This is an optimization exercise on Yosys and OpenROAD, whose aim is small area, a short achievable clock period and few clock cycles per item, not a production implementation. The RTL was checked by simulation tests, not by an equivalence proof against the original design.

==> inputs of run a <==
// clamped_pid_controller
module clamped_pid_controller #(
    parameter int GAIN_FRAC_BITS = 16
) (
    input  logic                                i_clk,
    input  logic                                i_rst_n,
    input  logic                                i_cfg_we,
    input  logic [cpid_pkg::CFG_IDX_W-1:0]      i_cfg_idx,
    input  logic [cpid_pkg::CFG_DATA_W-1:0]     i_cfg_data,
    input  logic                                i_valid,
    output logic                                o_stall,
    input  logic signed [cpid_pkg::SAMPLE_W-1:0] i_setpoint,
    input  logic signed [cpid_pkg::SAMPLE_W-1:0] i_measured,
    input  logic                                i_clear_integ,
    output logic                                o_valid,
    input  logic                                i_stall,
    output logic signed [cpid_pkg::DRIVE_W-1:0] o_drive,
    output logic                                o_clamped
);
clock: 10.0 ns
lec_check: 0
abc_area: 1
cap_margin: 20
core_margin: 2
core_utilization: 50
cts_buf_list: sky130_fd_sc_hd__clkbuf_4 sky130_fd_sc_hd__clkbuf_8
setup_slack_margin: 5
slew_margin: 20
run.sh (not shown) runs the stock make flow with config.mk's settings and CLKGATE_MAP_FILE= SYNTH_SCRIPT=/design/flow/synth_recipe.tcl, a recipe that flattens the netlist after the stock synthesis.
==> run b: changes against run a <==
==> flow/flow/run.sh (new file) <==
#!/bin/bash
set -euo pipefail
bash standard.sh SETUP_SLACK_MARGIN=6 finish > standard_flow.log 2>&1
==> flow/standard.sh (new file) <==
#!/bin/bash
# synth_recipe.tcl (not shown) runs the flow's synth.tcl, then flattens the netlist and writes it again
# the make line also repeats each setting of config.mk as NAME=value (left out here)
make -C /OpenROAD-flow-scripts/flow DESIGN_CONFIG=/design/flow/config.mk WORK_HOME=/design/flow/orfs CLKGATE_MAP_FILE= SYNTH_SCRIPT=/design/flow/synth_recipe.tcl "${@:-finish}"
Settings changed: SETUP_SLACK_MARGIN 5 to unset.
removed: flow/run.sh
==> run c: changes against run a <==
--- a/flow/design.v
+++ b/flow/design.v
@@ -4854,17 +4854,17 @@
     input  logic signed [cpid_pkg::SAMPLE_W-1:0] i_setpoint,
     input  logic signed [cpid_pkg::SAMPLE_W-1:0] i_measured,
     input  logic                                i_clear_integ,
     output logic                                o_valid,
     input  logic                                i_stall,
     output logic signed [cpid_pkg::DRIVE_W-1:0] o_drive,
     output logic                                o_clamped
 );
-    localparam int QN = 6;               
+    localparam int QN = 7;               
     localparam int QS = QN - 1;          
     localparam int WI = 38;              
     localparam int WP = 40;              
     cpid_pkg::t_cfg w_cfg;
     cpid_cfg u_cfg (
         .i_clk      (i_clk),
         .i_rst_n    (i_rst_n),
         .i_cfg_we   (i_cfg_we),
@@ -5116,27 +5116,42 @@
         .a  (w_olu0),
         .b  (w_olu1),
         .c0 (w_oc16),
         .c1 (1'b0),
         .s  (w_ols)
     );
     assign w_ogt = !w_ogs;
     assign w_olt = w_ols;
+    logic           r_v4;
+    logic [15:0]    r_ohi;
+    logic           r_oinc;
+    logic           r_ogt;
+    logic           r_olt;
+    always_ff @(posedge i_clk) begin
+        if (!i_rst_n) r_v4 <= 1'b0;
+        else          r_v4 <= r_v3;
+    end
+    always_ff @(posedge i_clk) begin
+        r_ohi  <= w_sum[31:16];
+        r_oinc <= w_sum[WP-1] && w_ofnz;
+        r_ogt  <= w_ogt;
+        r_olt  <= w_olt;
+    end
     cpid_add16 u_otz (
-        .a  (w_sum[31:16]),
+        .a  (r_ohi),
         .b  (16'd0),
-        .ci (w_sum[WP-1] && w_ofnz),
+        .ci (r_oinc),
         .s  (w_otz)
     );
     always_comb begin
-        if (w_ogt) begin
+        if (r_ogt) begin
             w_drive   = 16'(w_cfg.out_limit);
             w_clamped = 1'b1;
-        end else if (w_olt) begin
+        end else if (r_olt) begin
             w_drive   = -(16'(w_cfg.out_limit));
             w_clamped = 1'b1;
         end else begin
             w_drive   = w_otz;
             w_clamped = 1'b0;
         end
     end
     logic           r_hv;
@@ -5146,25 +5161,25 @@
     logic [2:0]     r_qn;
     logic           w_hfree;
     logic           w_qrd;
     logic           w_qwr;
     logic [16:0]    w_new;
     assign w_new   = {w_drive, w_clamped};
     assign w_hfree = !r_hv || !i_stall;
     assign w_qrd   = w_hfree && (r_qn != '0);
-    assign w_qwr   = r_v3 && !(w_hfree && (r_qn == '0));
+    assign w_qwr   = r_v4 && !(w_hfree && (r_qn == '0));
     always_ff @(posedge i_clk) begin
         if (!i_rst_n) begin
             r_hv <= 1'b0;
             r_rp <= '0;
             r_wp <= '0;
             r_qn <= '0;
         end else begin
-            if (w_hfree) r_hv <= r_v3 || (r_qn != '0);
+            if (w_hfree) r_hv <= r_v4 || (r_qn != '0);
             if (w_qrd) r_rp <= (r_rp == 3'(QS - 1)) ? '0 : r_rp + 3'd1;
             if (w_qwr) r_wp <= (r_wp == 3'(QS - 1)) ? '0 : r_wp + 3'd1;
             r_qn <= r_qn + 3'(w_qwr) - 3'(w_qrd);
         end
     end
     always_ff @(posedge i_clk) begin
         if (w_hfree) r_hd <= w_qrd ? r_q[r_rp] : w_new;
         for (int k = 0; k < QS; k++) begin
==> flow/flow/run.sh (new file) <==
#!/bin/bash
set -euo pipefail
bash standard.sh SETUP_SLACK_MARGIN=6.2 "BUFFER_PORTS_ARGS=-buffer_cell sky130_fd_sc_hd__buf_4" finish > standard_flow.log 2>&1
==> flow/standard.sh (new file) <==
#!/bin/bash
# synth_recipe.tcl (not shown) runs the flow's synth.tcl, then flattens the netlist and writes it again
# the make line also repeats each setting of config.mk as NAME=value (left out here)
make -C /OpenROAD-flow-scripts/flow DESIGN_CONFIG=/design/flow/config.mk WORK_HOME=/design/flow/orfs CLKGATE_MAP_FILE= SYNTH_SCRIPT=/design/flow/synth_recipe.tcl "${@:-finish}"
Settings changed: SETUP_SLACK_MARGIN 5 to unset.
removed: flow/run.sh
==> results.json <==
{
  "netlist_top_cells_count": "inv_1 (1035), fa_1 (647), xor2_1 (635)",
  "seq_cell_count": 574,
  "syn2layout_area_growth_pct": 14.1,
  "final_cell_count_no_fill": 6986,
  "holdCritStartpoint": "r_clr1$_DFF_P_",
  "status": "complete, no violations",
  "synth.avg_cell_area_um2": 9.49,
  "inverters": 1111
}
-- figures above: run b

==> results.json <==
{
  "status": "complete, no violations",
  "seq_cell_count": 574,
  "syn2layout_area_growth_pct": 8.63,
  "holdCritStartpoint": "r_clr0$_DFF_P_",
  "inverters": 1106,
  "synth.avg_cell_area_um2": 9.49
}
-- figures above: run a

==> results.json <==
{
  "period_needed_ns": 3.83,
  "holdCritStartpoint": "r_clr0$_DFF_P_",
  "final_cell_count_no_fill": 7266,
  "status": "complete, no violations",
  "inverters": 1215,
  "synth.avg_cell_area_um2": 9.49,
  "syn2layout_area_growth_pct": 17.0
}
-- figures above: run c

Testbench counts of run a, summed over its fixed seeds: cycles 12,040, items 12,000.
Testbench counts of run b, summed over its fixed seeds: cycles 12,040, items 12,000.
Testbench counts of run c, summed over its fixed seeds: cycles 12,048, items 12,000.

[static timing again, ports no longer ideal]
Ports are ideal in the flow. The routed layouts listed here were re-timed in OpenROAD. Step 1: set_driving_cell puts a clkbuf_16 on i_clk and a buf_2 on each other input, an assumption about the parent block. Step 2 adds t to the input delays and takes it off the output delays; t is the mean of the earliest and latest rising clock arrival at the registers after step 1. Input paths then give back, and output paths get back, about the clock's delay inside the block. Three values: ideal ports, drivers, drivers and shift; two values: the first two.
| run | t, ns | setup slack, ns | pins driven straight from the clock port |
|---|---|---|---|
| run a | 0.842 | 5.258 / 5.258 / 4.899 | 1 |
| run b | 0.826 | 5.757 / 5.757 / 5.371 | 1 |
| run c | 0.865 | 6.175 / 6.175 / 5.430 | 1 |
After both steps every run listed still meets setup and hold. For run c, which loses most, drivers alone change the setup slack by 0.000 ns; drivers and shift together by -0.745 ns.
